This is an optimization exercise on Yosys and OpenROAD, whose aim is small area, a short achievable clock period and few clock cycles, not a production implementation.
Only simulation tests tie the RTL to the original design; equivalence was not proved.
Power figures rest on the tool's default switching activity, not on a simulated workload.

==> job 9114 <==
==> flow/design.v <==
package queen_pkg;
    localparam int MAX_BOARD = 16;
    typedef logic [$clog2(MAX_BOARD)-1:0] coord_t;
    typedef logic [MAX_BOARD-1:0] row_mask_t;
    typedef enum logic [2:0] {
        S_IDLE  = 3'd0,
        S_LOAD  = 3'd1,
        S_BUILD = 3'd2,
        S_PLACE = 3'd3,
        S_BACK  = 3'd4,
        S_EMIT  = 3'd5
    } search_state_t;
endpackage
`timescale 1ns/100ps
module queen_input #(
    parameter int BOARD_N = 12
) (
    input  logic                 in_valid,
    input  queen_pkg::coord_t    col,
    input  logic                 idle,
    input  logic                 accepting,
    output logic                 first_beat,
    output logic [BOARD_N-1:0]   col_we
);
    logic wr_en;
    assign wr_en      = in_valid && accepting;
    assign first_beat = in_valid && idle;
    always_comb begin
        for (int c = 0; c < BOARD_N; c++) begin
            col_we[c] = wr_en && (col == queen_pkg::coord_t'(c));
        end
    end
endmodule
`timescale 1ns/100ps
module queen_attack #(
    parameter int BOARD_N = 12,
    parameter int DW      = 2 * BOARD_N - 1,
    parameter int KILL_D  = 3               
) (
    input  logic [BOARD_N-1:0]   rq,
    input  logic [DW-1:0]        pq,
    input  logic [DW-1:0]        qq,
    input  logic [BOARD_N-1:0]   chk,          
    input  queen_pkg::coord_t    start_q,
    output logic [BOARD_N-1:0]   cand,         
    output logic                 dead          
);
    logic [BOARD_N-1:0] fr [BOARD_N];    
    logic [BOARD_N-1:0] kill;            
    always_comb begin
        for (int d = 0; d < BOARD_N; d++) begin
            for (int r = 0; r < BOARD_N; r++) begin
                fr[d][r] = !(rq[r] || pq[(r - d + DW) % DW] || qq[(r + d) % DW]);
            end
        end
    end
    always_comb begin
        dead = 1'b0;
        for (int d = 1; d < BOARD_N; d++) begin
            if (chk[d] && !(|fr[d])) begin
                dead = 1'b1;
            end
        end
    end
    always_comb begin
        logic [BOARD_N-1:0] left;
        kill = '0;
        for (int r = 0; r < BOARD_N; r++) begin
            for (int d = 1; d <= KILL_D; d++) begin
                left = fr[d];
                left[r] = 1'b0;
                if (r - d >= 0)      left[r - d] = 1'b0;
                if (r + d < BOARD_N) left[r + d] = 1'b0;
                if (chk[d] && !(|left)) begin
                    kill[r] = 1'b1;
                end
            end
        end
    end
    always_comb begin
        for (int r = 0; r < BOARD_N; r++) begin
            cand[r] = fr[0][r] && !kill[r] && (queen_pkg::coord_t'(r) >= start_q);
        end
    end
endmodule
`timescale 1ns/100ps
module queen_search #(
    parameter int BOARD_N = 12,
    parameter int DW      = 2 * BOARD_N - 1
) (
    input  logic                     clk,
    input  logic                     rst_n,
    input  logic                     in_valid,
    input  queen_pkg::coord_t        row,
    input  queen_pkg::coord_t        col,
    input  logic                     first_beat,
    input  logic [BOARD_N-1:0]       col_we,
    input  logic [BOARD_N-1:0]       cand,
    input  logic                     dead,
    output logic                     idle,
    output logic                     accepting,
    output logic [BOARD_N-1:0]       rq,
    output logic [DW-1:0]            pq,
    output logic [DW-1:0]            qq,
    output logic [BOARD_N-1:0]       chk,
    output queen_pkg::coord_t        start_q,
    output logic                     busy_d,
    output logic                     emit_d,
    output logic                     nosol_d,
    output queen_pkg::coord_t        next_row
);
    queen_pkg::search_state_t state_q;
    queen_pkg::search_state_t state_d;
    queen_pkg::coord_t        rw_q [BOARD_N];
    logic [BOARD_N-1:0]       fx_q;
    logic [BOARD_N-1:0]       vr_q;
    logic                     searching;
    logic                     emit;
    logic                     cur_fixed;
    logic [BOARD_N-1:0]       pick_oh;
    queen_pkg::coord_t        pick_row;
    logic                     fail;
    logic                     fwd;
    logic                     back;
    logic                     build_step;
    logic                     place;
    queen_pkg::coord_t        prev_row;
    logic [BOARD_N-1:0]       prev_oh;
    logic                     prev_fixed;
    logic                     conflict;
    logic                     last_col;
    logic                     first_col;
    logic [DW-1:0]            pq_back;
    logic [DW-1:0]            qq_back;
    logic [DW-1:0]            prev_oh_w;
    logic [DW-1:0]            add_w;
    logic                     beat;
    logic                     burst_end;
    logic                     placing;
    logic                     dirty_q;
    logic                     conf_q;
    logic [BOARD_N-1:0]       in_oh;
    logic [DW-1:0]            in_p_oh;
    logic [DW-1:0]            in_q_oh;
    logic [4:0]               in_p_idx;
    logic [4:0]               in_q_idx;
    logic                     in_hit;
    logic                     in_dup;
    logic                     set_b;
    logic                     clr_b;
    assign idle      = (state_q == queen_pkg::S_IDLE);
    assign accepting = idle || (state_q == queen_pkg::S_LOAD);
    assign emit      = (state_q == queen_pkg::S_EMIT);
    assign beat      = accepting && in_valid;
    assign burst_end = (state_q == queen_pkg::S_LOAD) && !in_valid;
    assign placing   = (state_q == queen_pkg::S_PLACE) || (burst_end && !dirty_q && !conf_q);
    assign searching = placing || (state_q == queen_pkg::S_BACK);
    assign cur_fixed = fx_q[0];
    assign last_col  = !vr_q[1];
    assign first_col = vr_q[BOARD_N - 1];
    assign chk       = vr_q & ~fx_q;
    always_comb begin
        pick_oh  = '0;
        pick_row = '0;
        for (int r = BOARD_N - 1; r >= 0; r--) begin
            if (cand[r]) begin
                pick_oh     = '0;
                pick_oh[r]  = 1'b1;
                pick_row    = queen_pkg::coord_t'(r);
            end
        end
    end
    assign fail       = (state_q == queen_pkg::S_BACK) || dead || (!cur_fixed && !(|cand));
    assign fwd        = placing && !fail;
    assign place      = fwd && !cur_fixed;
    assign build_step = (state_q == queen_pkg::S_BUILD);
    assign back       = (searching && fail && !first_col) || build_step;
    assign prev_row   = rw_q[BOARD_N - 1];
    assign prev_fixed = fx_q[BOARD_N - 1];
    always_comb begin
        prev_oh = '0;
        for (int r = 0; r < BOARD_N; r++) begin
            prev_oh[r] = (prev_row == queen_pkg::coord_t'(r));
        end
    end
    assign prev_oh_w = DW'(prev_oh);
    assign add_w     = place ? DW'(pick_oh) : '0;
    assign pq_back  = {pq[0], pq[DW-1:1]};
    assign qq_back  = {qq[DW-2:0], qq[DW-1]};
    assign conflict = prev_fixed && (|(prev_oh & (rq | pq_back[BOARD_N-1:0] | qq_back[BOARD_N-1:0])));
    always_comb begin
        for (int r = 0; r < BOARD_N; r++) begin
            in_oh[r] = (row == queen_pkg::coord_t'(r));
        end
    end
    assign in_p_idx = (row >= col) ? 5'(row - col) : 5'(5'(row) + 5'(DW) - 5'(col));
    assign in_q_idx = 5'(row) + 5'(col);
    always_comb begin
        for (int m = 0; m < DW; m++) begin
            in_p_oh[m] = (in_p_idx == 5'(m));
            in_q_oh[m] = (in_q_idx == 5'(m));
        end
    end
    assign in_hit = !first_beat && (|(in_oh & rq) || |(in_p_oh & pq) || |(in_q_oh & qq));
    assign in_dup = !first_beat && (|(col_we & fx_q));
    always_ff @(posedge clk) begin
        if (beat) begin
            conf_q  <= (conf_q && !first_beat) || in_hit;
            dirty_q <= (dirty_q && !first_beat) || in_dup;
        end
    end
    always_comb begin
        state_d = state_q;
        nosol_d = 1'b0;
        case (state_q)
            queen_pkg::S_IDLE: begin
                if (in_valid) begin
                    state_d = queen_pkg::S_LOAD;
                end
            end
            queen_pkg::S_LOAD: begin
                if (!in_valid) begin
                    if (dirty_q) begin
                        state_d = queen_pkg::S_BUILD;
                    end else if (conf_q) begin
                        state_d = queen_pkg::S_IDLE;
                        nosol_d = 1'b1;
                    end else if (fwd) begin
                        state_d = queen_pkg::S_PLACE;
                    end else begin
                        state_d = queen_pkg::S_IDLE;
                        nosol_d = 1'b1;
                    end
                end
            end
            queen_pkg::S_BUILD: begin
                if (conflict) begin
                    state_d = queen_pkg::S_IDLE;
                    nosol_d = 1'b1;
                end else if (vr_q[BOARD_N - 2]) begin
                    state_d = queen_pkg::S_PLACE;
                end
            end
            queen_pkg::S_PLACE, queen_pkg::S_BACK: begin
                if (fwd) begin
                    state_d = last_col ? queen_pkg::S_EMIT : queen_pkg::S_PLACE;
                end else if (first_col) begin
                    state_d = queen_pkg::S_IDLE;
                    nosol_d = 1'b1;
                end else begin
                    state_d = prev_fixed ? queen_pkg::S_BACK : queen_pkg::S_PLACE;
                end
            end
            queen_pkg::S_EMIT: begin
                if (vr_q[BOARD_N - 2]) begin
                    state_d = queen_pkg::S_IDLE;
                end
            end
            default: state_d = queen_pkg::S_IDLE;
        endcase
    end
    assign busy_d   = (state_d != queen_pkg::S_IDLE) || nosol_d;
    assign emit_d   = (state_d == queen_pkg::S_EMIT);
    assign next_row = rw_q[1];
    always_ff @(posedge clk or negedge rst_n) begin
        if (!rst_n) begin
            state_q <= queen_pkg::S_IDLE;
        end else begin
            state_q <= state_d;
        end
    end
    always_ff @(posedge clk) begin
        if (fwd) begin
            start_q <= '0;
        end else if (searching && !prev_fixed) begin
            start_q <= prev_row + queen_pkg::coord_t'(1);
        end else if (build_step || beat) begin
            start_q <= '0;
        end
    end
    always_ff @(posedge clk) begin
        if (beat) begin
            vr_q <= '1;
        end else if (burst_end && dirty_q) begin
            vr_q <= '0;
        end else if (fwd) begin
            vr_q <= {1'b0, vr_q[BOARD_N-1:1]};
        end else begin
            vr_q <= {vr_q[BOARD_N-2:0], 1'b1};
        end
    end
    assign set_b = build_step && prev_fixed;
    assign clr_b = !build_step && !prev_fixed;
    always_ff @(posedge clk) begin
        if (beat) begin
            rq <= (first_beat ? '0 : rq) | in_oh;
            pq <= (first_beat ? '0 : pq) | in_p_oh;
            qq <= (first_beat ? '0 : qq) | in_q_oh;
        end else if (burst_end && dirty_q) begin
            rq <= '0;
            pq <= '0;
            qq <= '0;
        end else if (fwd) begin
            rq <= rq | add_w[BOARD_N-1:0];
            pq <= {pq[DW-2:0] | add_w[DW-2:0], pq[DW-1] | add_w[DW-1]};
            qq <= {qq[0] | add_w[0], qq[DW-1:1] | add_w[DW-1:1]};
        end else begin
            rq <= (rq & ~(clr_b ? prev_oh : '0)) | (set_b ? prev_oh : '0);
            pq <= (pq_back & ~(clr_b ? prev_oh_w : '0)) | (set_b ? prev_oh_w : '0);
            qq <= (qq_back & ~(clr_b ? prev_oh_w : '0)) | (set_b ? prev_oh_w : '0);
        end
    end
    always_ff @(posedge clk) begin
        if (beat) begin
            for (int c = 0; c < BOARD_N; c++) begin
                if (col_we[c]) begin
                    rw_q[c] <= row;
                    fx_q[c] <= 1'b1;
                end else if (first_beat) begin
                    fx_q[c] <= 1'b0;
                end
            end
        end else if (fwd || emit) begin
            for (int c = 0; c < BOARD_N - 1; c++) begin
                rw_q[c] <= rw_q[c + 1];
                fx_q[c] <= fx_q[c + 1];
            end
            rw_q[BOARD_N - 1] <= place ? pick_row : rw_q[0];
            fx_q[BOARD_N - 1] <= fx_q[0];
        end else if (back) begin
            for (int c = 1; c < BOARD_N; c++) begin
                rw_q[c] <= rw_q[c - 1];
                fx_q[c] <= fx_q[c - 1];
            end
            rw_q[0] <= rw_q[BOARD_N - 1];
            fx_q[0] <= fx_q[BOARD_N - 1];
        end
    end
endmodule
`timescale 1ns/100ps
module queen_output (
    input  logic                 clk,
    input  logic                 rst_n,
    input  logic                 busy_d,
    input  logic                 emit_d,
    input  logic                 nosol_d,
    input  queen_pkg::coord_t    next_row,
    output logic                 busy,
    output logic                 out_valid,
    output queen_pkg::coord_t    out,
    output logic                 no_solution
);
    always_ff @(posedge clk or negedge rst_n) begin
        if (!rst_n) begin
            busy        <= 1'b0;
            out_valid   <= 1'b0;
            out         <= '0;
            no_solution <= 1'b0;
        end else begin
            busy        <= busy_d;
            out_valid   <= emit_d;
            out         <= emit_d ? next_row : '0;
            no_solution <= nosol_d;
        end
    end
endmodule
`timescale 1ns/100ps
module queen_top #(
    parameter int BOARD_N = 12
) (
    input  logic   clk,
    input  logic   rst_n,
    input  logic   in_valid,
    input  queen_pkg::coord_t row,
    input  queen_pkg::coord_t col,
    output logic   busy,
    output logic   out_valid,
    output queen_pkg::coord_t out,
    output logic   no_solution
);
    localparam int DW = 2 * BOARD_N - 1;
    logic                 idle;
    logic                 accepting;
    logic                 first_beat;
    logic [BOARD_N-1:0]   col_we;
    logic [BOARD_N-1:0]   cand;
    logic                 dead;
    logic [BOARD_N-1:0]   rq;
    logic [DW-1:0]        pq;
    logic [DW-1:0]        qq;
    logic [BOARD_N-1:0]   chk;
    queen_pkg::coord_t    start_q;
    logic                 busy_d;
    logic                 emit_d;
    logic                 nosol_d;
    queen_pkg::coord_t    next_row;
    queen_input #(.BOARD_N(BOARD_N)) u_queen_input (
        .in_valid   (in_valid),
        .col        (col),
        .idle       (idle),
        .accepting  (accepting),
        .first_beat (first_beat),
        .col_we     (col_we)
    );
    queen_attack #(.BOARD_N(BOARD_N), .DW(DW)) u_queen_attack (
        .rq      (rq),
        .pq      (pq),
        .qq      (qq),
        .chk     (chk),
        .start_q (start_q),
        .cand    (cand),
        .dead    (dead)
    );
    queen_search #(.BOARD_N(BOARD_N), .DW(DW)) u_queen_search (
        .clk        (clk),
        .rst_n      (rst_n),
        .in_valid   (in_valid),
        .row        (row),
        .col        (col),
        .first_beat (first_beat),
        .col_we     (col_we),
        .cand       (cand),
        .dead       (dead),
        .idle       (idle),
        .accepting  (accepting),
        .rq         (rq),
        .pq         (pq),
        .qq         (qq),
        .chk        (chk),
        .start_q    (start_q),
        .busy_d     (busy_d),
        .emit_d     (emit_d),
        .nosol_d    (nosol_d),
        .next_row   (next_row)
    );
    queen_output u_queen_output (
        .clk         (clk),
        .rst_n       (rst_n),
        .busy_d      (busy_d),
        .emit_d      (emit_d),
        .nosol_d     (nosol_d),
        .next_row    (next_row),
        .busy        (busy),
        .out_valid   (out_valid),
        .out         (out),
        .no_solution (no_solution)
    );
endmodule
==> flow/run.sh <==
#!/bin/bash
# synth_recipe.tcl (not shown) runs the flow's synth.tcl, then flattens the netlist and writes it again
# the make line also repeats each setting of config.mk as NAME=value (left out here)
make -C /OpenROAD-flow-scripts/flow DESIGN_CONFIG=/design/flow/config.mk WORK_HOME=/design/flow/orfs CLKGATE_MAP_FILE= SYNTH_SCRIPT=/design/flow/synth_recipe.tcl finish
==> flow/config.mk <==
export PLATFORM = sky130hd
export DESIGN_NAME = queen_top
export DESIGN_NICKNAME = queen_top
export VERILOG_FILES = /design/flow/design.v
export SDC_FILE = /design/flow/constraint.sdc
export NUM_CORES = 4
export LEC_CHECK = 0
export ABC_AREA = 1
export CAP_MARGIN = 20
export CORE_MARGIN = 2
export CORE_UTILIZATION = 40
export SETUP_SLACK_MARGIN = 5
export SLEW_MARGIN = 20
==> flow/constraint.sdc <==
create_clock -name core_clock -period 8.0 [get_ports {clk}]
set_input_delay 1.6000 -clock core_clock [delete_from_list [all_inputs] [get_ports {clk}]]
set_output_delay 1.6000 -clock core_clock [all_outputs]
set_load 0.01 [all_outputs]
==> job 4314: changes against job 9114 <==
--- a/flow/design.v
+++ b/flow/design.v
@@ -35,43 +35,50 @@
 module queen_attack #(
     parameter int BOARD_N = 12,
     parameter int DW      = 2 * BOARD_N - 1,
-    parameter int KILL_D  = 3               
+    parameter int KILL_D  = 5               
 ) (
     input  logic [BOARD_N-1:0]   rq,
     input  logic [DW-1:0]        pq,
     input  logic [DW-1:0]        qq,
     input  logic [BOARD_N-1:0]   chk,          
     input  queen_pkg::coord_t    start_q,
-    output logic [BOARD_N-1:0]   cand,         
-    output logic                 dead          
+    output logic [BOARD_N-1:0]   cand          
 );
-    logic [BOARD_N-1:0] fr [BOARD_N];    
+    logic [BOARD_N-1:0] fr [KILL_D+1];   
     logic [BOARD_N-1:0] kill;            
     always_comb begin
-        for (int d = 0; d < BOARD_N; d++) begin
+        for (int d = 0; d <= KILL_D; d++) begin
             for (int r = 0; r < BOARD_N; r++) begin
                 fr[d][r] = !(rq[r] || pq[(r - d + DW) % DW] || qq[(r + d) % DW]);
             end
         end
     end
+    logic [BOARD_N-1:0] pre [1:KILL_D];    
+    logic [BOARD_N-1:0] suf [1:KILL_D];    
     always_comb begin
-        dead = 1'b0;
-        for (int d = 1; d < BOARD_N; d++) begin
-            if (chk[d] && !(|fr[d])) begin
-                dead = 1'b1;
+        for (int d = 1; d <= KILL_D; d++) begin
+            pre[d][0] = fr[d][0];
+            for (int i = 1; i < BOARD_N; i++) begin
+                pre[d][i] = pre[d][i-1] || fr[d][i];
+            end
+            suf[d][BOARD_N-1] = fr[d][BOARD_N-1];
+            for (int i = BOARD_N - 2; i >= 0; i--) begin
+                suf[d][i] = suf[d][i+1] || fr[d][i];
             end
         end
     end
     always_comb begin
-        logic [BOARD_N-1:0] left;
+        logic left;
         kill = '0;
         for (int r = 0; r < BOARD_N; r++) begin
             for (int d = 1; d <= KILL_D; d++) begin
-                left = fr[d];
-                left[r] = 1'b0;
-                if (r - d >= 0)      left[r - d] = 1'b0;
-                if (r + d < BOARD_N) left[r + d] = 1'b0;
-                if (chk[d] && !(|left)) begin
+                left = 1'b0;
+                if (r - d - 1 >= 0)      left = left || pre[d][r - d - 1];
+                if (r + d + 1 < BOARD_N) left = left || suf[d][r + d + 1];
+                for (int i = r - d + 1; i < r + d; i++) begin
+                    if (i >= 0 && i < BOARD_N && i != r) left = left || fr[d][i];
+                end
+                if (chk[d] && !left) begin
                     kill[r] = 1'b1;
                 end
             end
@@ -92,11 +99,9 @@
     input  logic                     rst_n,
     input  logic                     in_valid,
     input  queen_pkg::coord_t        row,
-    input  queen_pkg::coord_t        col,
     input  logic                     first_beat,
     input  logic [BOARD_N-1:0]       col_we,
     input  logic [BOARD_N-1:0]       cand,
-    input  logic                     dead,
     output logic                     idle,
     output logic                     accepting,
     output logic [BOARD_N-1:0]       rq,
@@ -135,26 +140,12 @@
     logic [DW-1:0]            prev_oh_w;
     logic [DW-1:0]            add_w;
     logic                     beat;
-    logic                     burst_end;
-    logic                     placing;
-    logic                     dirty_q;
-    logic                     conf_q;
-    logic [BOARD_N-1:0]       in_oh;
-    logic [DW-1:0]            in_p_oh;
-    logic [DW-1:0]            in_q_oh;
-    logic [4:0]               in_p_idx;
-    logic [4:0]               in_q_idx;
-    logic                     in_hit;
-    logic                     in_dup;
     logic                     set_b;
     logic                     clr_b;
     assign idle      = (state_q == queen_pkg::S_IDLE);
     assign accepting = idle || (state_q == queen_pkg::S_LOAD);
     assign emit      = (state_q == queen_pkg::S_EMIT);
-    assign beat      = accepting && in_valid;
-    assign burst_end = (state_q == queen_pkg::S_LOAD) && !in_valid;
-    assign placing   = (state_q == queen_pkg::S_PLACE) || (burst_end && !dirty_q && !conf_q);
-    assign searching = placing || (state_q == queen_pkg::S_BACK);
+    assign searching = (state_q == queen_pkg::S_PLACE) || (state_q == queen_pkg::S_BACK);
     assign cur_fixed = fx_q[0];
     assign last_col  = !vr_q[1];
     assign first_col = vr_q[BOARD_N - 1];
@@ -170,10 +161,11 @@
             end
         end
     end
-    assign fail       = (state_q == queen_pkg::S_BACK) || dead || (!cur_fixed && !(|cand));
-    assign fwd        = placing && !fail;
+    assign fail       = (state_q == queen_pkg::S_BACK) || (!cur_fixed && !(|cand));
+    assign fwd        = (state_q == queen_pkg::S_PLACE) && !fail;
     assign place      = fwd && !cur_fixed;
-    assign build_step = (state_q == queen_pkg::S_BUILD);
+    assign build_step = (state_q == queen_pkg::S_BUILD) ||
+                        ((state_q == queen_pkg::S_LOAD) && !in_valid);
     assign back       = (searching && fail && !first_col) || build_step;
     assign prev_row   = rw_q[BOARD_N - 1];
     assign prev_fixed = fx_q[BOARD_N - 1];
@@ -189,27 +181,6 @@
     assign qq_back  = {qq[DW-2:0], qq[DW-1]};
     assign conflict = prev_fixed && (|(prev_oh & (rq | pq_back[BOARD_N-1:0] | qq_back[BOARD_N-1:0])));
     always_comb begin
-        for (int r = 0; r < BOARD_N; r++) begin
-            in_oh[r] = (row == queen_pkg::coord_t'(r));
-        end
-    end
-    assign in_p_idx = (row >= col) ? 5'(row - col) : 5'(5'(row) + 5'(DW) - 5'(col));
-    assign in_q_idx = 5'(row) + 5'(col);
-    always_comb begin
-        for (int m = 0; m < DW; m++) begin
-            in_p_oh[m] = (in_p_idx == 5'(m));
-            in_q_oh[m] = (in_q_idx == 5'(m));
-        end
-    end
-    assign in_hit = !first_beat && (|(in_oh & rq) || |(in_p_oh & pq) || |(in_q_oh & qq));
-    assign in_dup = !first_beat && (|(col_we & fx_q));
-    always_ff @(posedge clk) begin
-        if (beat) begin
-            conf_q  <= (conf_q && !first_beat) || in_hit;
-            dirty_q <= (dirty_q && !first_beat) || in_dup;
-        end
-    end
-    always_comb begin
         state_d = state_q;
         nosol_d = 1'b0;
         case (state_q)
@@ -220,17 +191,7 @@
             end
             queen_pkg::S_LOAD: begin
                 if (!in_valid) begin
-                    if (dirty_q) begin
-                        state_d = queen_pkg::S_BUILD;
-                    end else if (conf_q) begin
-                        state_d = queen_pkg::S_IDLE;
-                        nosol_d = 1'b1;
-                    end else if (fwd) begin
-                        state_d = queen_pkg::S_PLACE;
-                    end else begin
-                        state_d = queen_pkg::S_IDLE;
-                        nosol_d = 1'b1;
-                    end
+                    state_d = queen_pkg::S_BUILD;
                 end
             end
             queen_pkg::S_BUILD: begin
@@ -274,14 +235,15 @@
             start_q <= '0;
         end else if (searching && !prev_fixed) begin
             start_q <= prev_row + queen_pkg::coord_t'(1);
-        end else if (build_step || beat) begin
+        end else if (build_step) begin
             start_q <= '0;
         end
     end
+    assign beat  = accepting && in_valid;
+    assign set_b = build_step && prev_fixed;
+    assign clr_b = !build_step && !prev_fixed;
     always_ff @(posedge clk) begin
-        if (beat) begin
-            vr_q <= '1;
-        end else if (burst_end && dirty_q) begin
+        if (idle || beat) begin
             vr_q <= '0;
         end else if (fwd) begin
             vr_q <= {1'b0, vr_q[BOARD_N-1:1]};
@@ -289,14 +251,8 @@
             vr_q <= {vr_q[BOARD_N-2:0], 1'b1};
         end
     end
-    assign set_b = build_step && prev_fixed;
-    assign clr_b = !build_step && !prev_fixed;
     always_ff @(posedge clk) begin
-        if (beat) begin
-            rq <= (first_beat ? '0 : rq) | in_oh;
-            pq <= (first_beat ? '0 : pq) | in_p_oh;
-            qq <= (first_beat ? '0 : qq) | in_q_oh;
-        end else if (burst_end && dirty_q) begin
+        if (idle || beat) begin
             rq <= '0;
             pq <= '0;
             qq <= '0;
@@ -327,7 +283,7 @@
             end
             rw_q[BOARD_N - 1] <= place ? pick_row : rw_q[0];
             fx_q[BOARD_N - 1] <= fx_q[0];
-        end else if (back) begin
+        end else begin
             for (int c = 1; c < BOARD_N; c++) begin
                 rw_q[c] <= rw_q[c - 1];
                 fx_q[c] <= fx_q[c - 1];
@@ -384,7 +340,6 @@
     logic                 first_beat;
     logic [BOARD_N-1:0]   col_we;
     logic [BOARD_N-1:0]   cand;
-    logic                 dead;
     logic [BOARD_N-1:0]   rq;
     logic [DW-1:0]        pq;
     logic [DW-1:0]        qq;
@@ -408,19 +363,16 @@
         .qq      (qq),
         .chk     (chk),
         .start_q (start_q),
-        .cand    (cand),
-        .dead    (dead)
+        .cand    (cand)
     );
     queen_search #(.BOARD_N(BOARD_N), .DW(DW)) u_queen_search (
         .clk        (clk),
         .rst_n      (rst_n),
         .in_valid   (in_valid),
         .row        (row),
-        .col        (col),
         .first_beat (first_beat),
         .col_we     (col_we),
         .cand       (cand),
-        .dead       (dead),
         .idle       (idle),
         .accepting  (accepting),
         .rq         (rq),
==> flow_summary_export.csv <==
group,metric,value,unit
critical_path,cp-startpoint,"u_queen_output.busy",
pwr,pwr-share-seq,30.0,%
finish,buffer_area_share,4.21,%
finish,inverters,170,
finish,clockNetworkAreaShare,5.34,%
status,status,"complete, no violations",
place,post-place-ws,3490,ps
synth,synth-async-reset-ratio,6.94,%
synth,synth-edff-count,60,
route,wl_met1,14400,microns
pwr,power,4.90,mW
global_routing,grt_util_met1,38.2,%
global_routing,grt_usage,26.8,%
sta,holdWs,462,ps
critical_path,path_delay_family,"buffers and inverters",
finish,multiInputGateArea,5150,sq um
place,routabilityCongestion,1.00,
route,avgRoutedWirePerCell,20.1,microns
critical_path,crit_arrival,1320,ps
-- figures above: job 4314

==> flow_summary_export.csv <==
group,metric,value,unit
route,wl_met1,21800,microns
finish,inverters,216,
floorplanning,die_w,175,microns
place,post-place-ws,2660,ps
synth,synth-async-reset-ratio,6.85,%
critical_path,rr_endpoint,"u_queen_search.rw_q[10][1]",
route,avgRoutedWirePerCell,24.2,microns
synth,synth.distinct_cells,43,
sta,holdWs,525,ps
synth,synth-edff-count,62,
critical_path,path_delay_family,"simple AND/OR/NAND/NOR gates",
critical_path,cp-startpoint,"col[1]",
global_routing,grt_util_met1,46.5,%
clock_tree,postCtsResizedCells,236,
finish,clockNetworkAreaShare,4.06,%
global_routing,grt-ovfl-total,0,
finish,buffer_area_share,9.71,%
pwr,power,6.57,mW
pwr,pwr-share-seq,24.2,%
finish,multiInputGateArea,8300,sq um
critical_path,crit_arrival,4030,ps
status,status,"complete, no violations",
-- figures above: job 9114

Testbench counts of job 9114, summed over its fixed seeds: cycles 26,812.
Testbench counts of job 4314, summed over its fixed seeds: cycles 28,073.

separate check: timing with driven ports:
How much do the figures lean on ideal ports? The routed layouts below were timed once more, with nothing changed but the port constraints. Step 1 (the two cells are an assumption about what drives the block):
set clk [get_ports {clk}]
set_driving_cell -lib_cell sky130_fd_sc_hd__clkbuf_16 $clk
set_driving_cell -lib_cell sky130_fd_sc_hd__buf_2 [delete_from_list [all_inputs] $clk]
Step 2 adds t to the input delays and takes it off the output delays; t is the mean of the earliest and latest rising clock arrival at the registers after step 1. Input paths then give back, and output paths get back, about the clock's delay inside the block. Slacks: ideal / step 1 / step 2; pairs: ideal / step 1.
run	t (ns)	setup slack, ns	worst register clock-pin slew, ns	worst slew at a driven data input, ns	pins driven straight from the clock port
job 9114	0.496	4.277 / 4.281 / 3.784	0.08 / 0.08	0.06	1
job 4314	0.472	5.080 / 5.039 / 4.634	0.07 / 0.07	0.03	1
After both steps every run listed still meets setup and hold. The setup slack of job 9114, which loses most, moves by +0.004 ns with the drivers and by -0.493 ns with both steps.
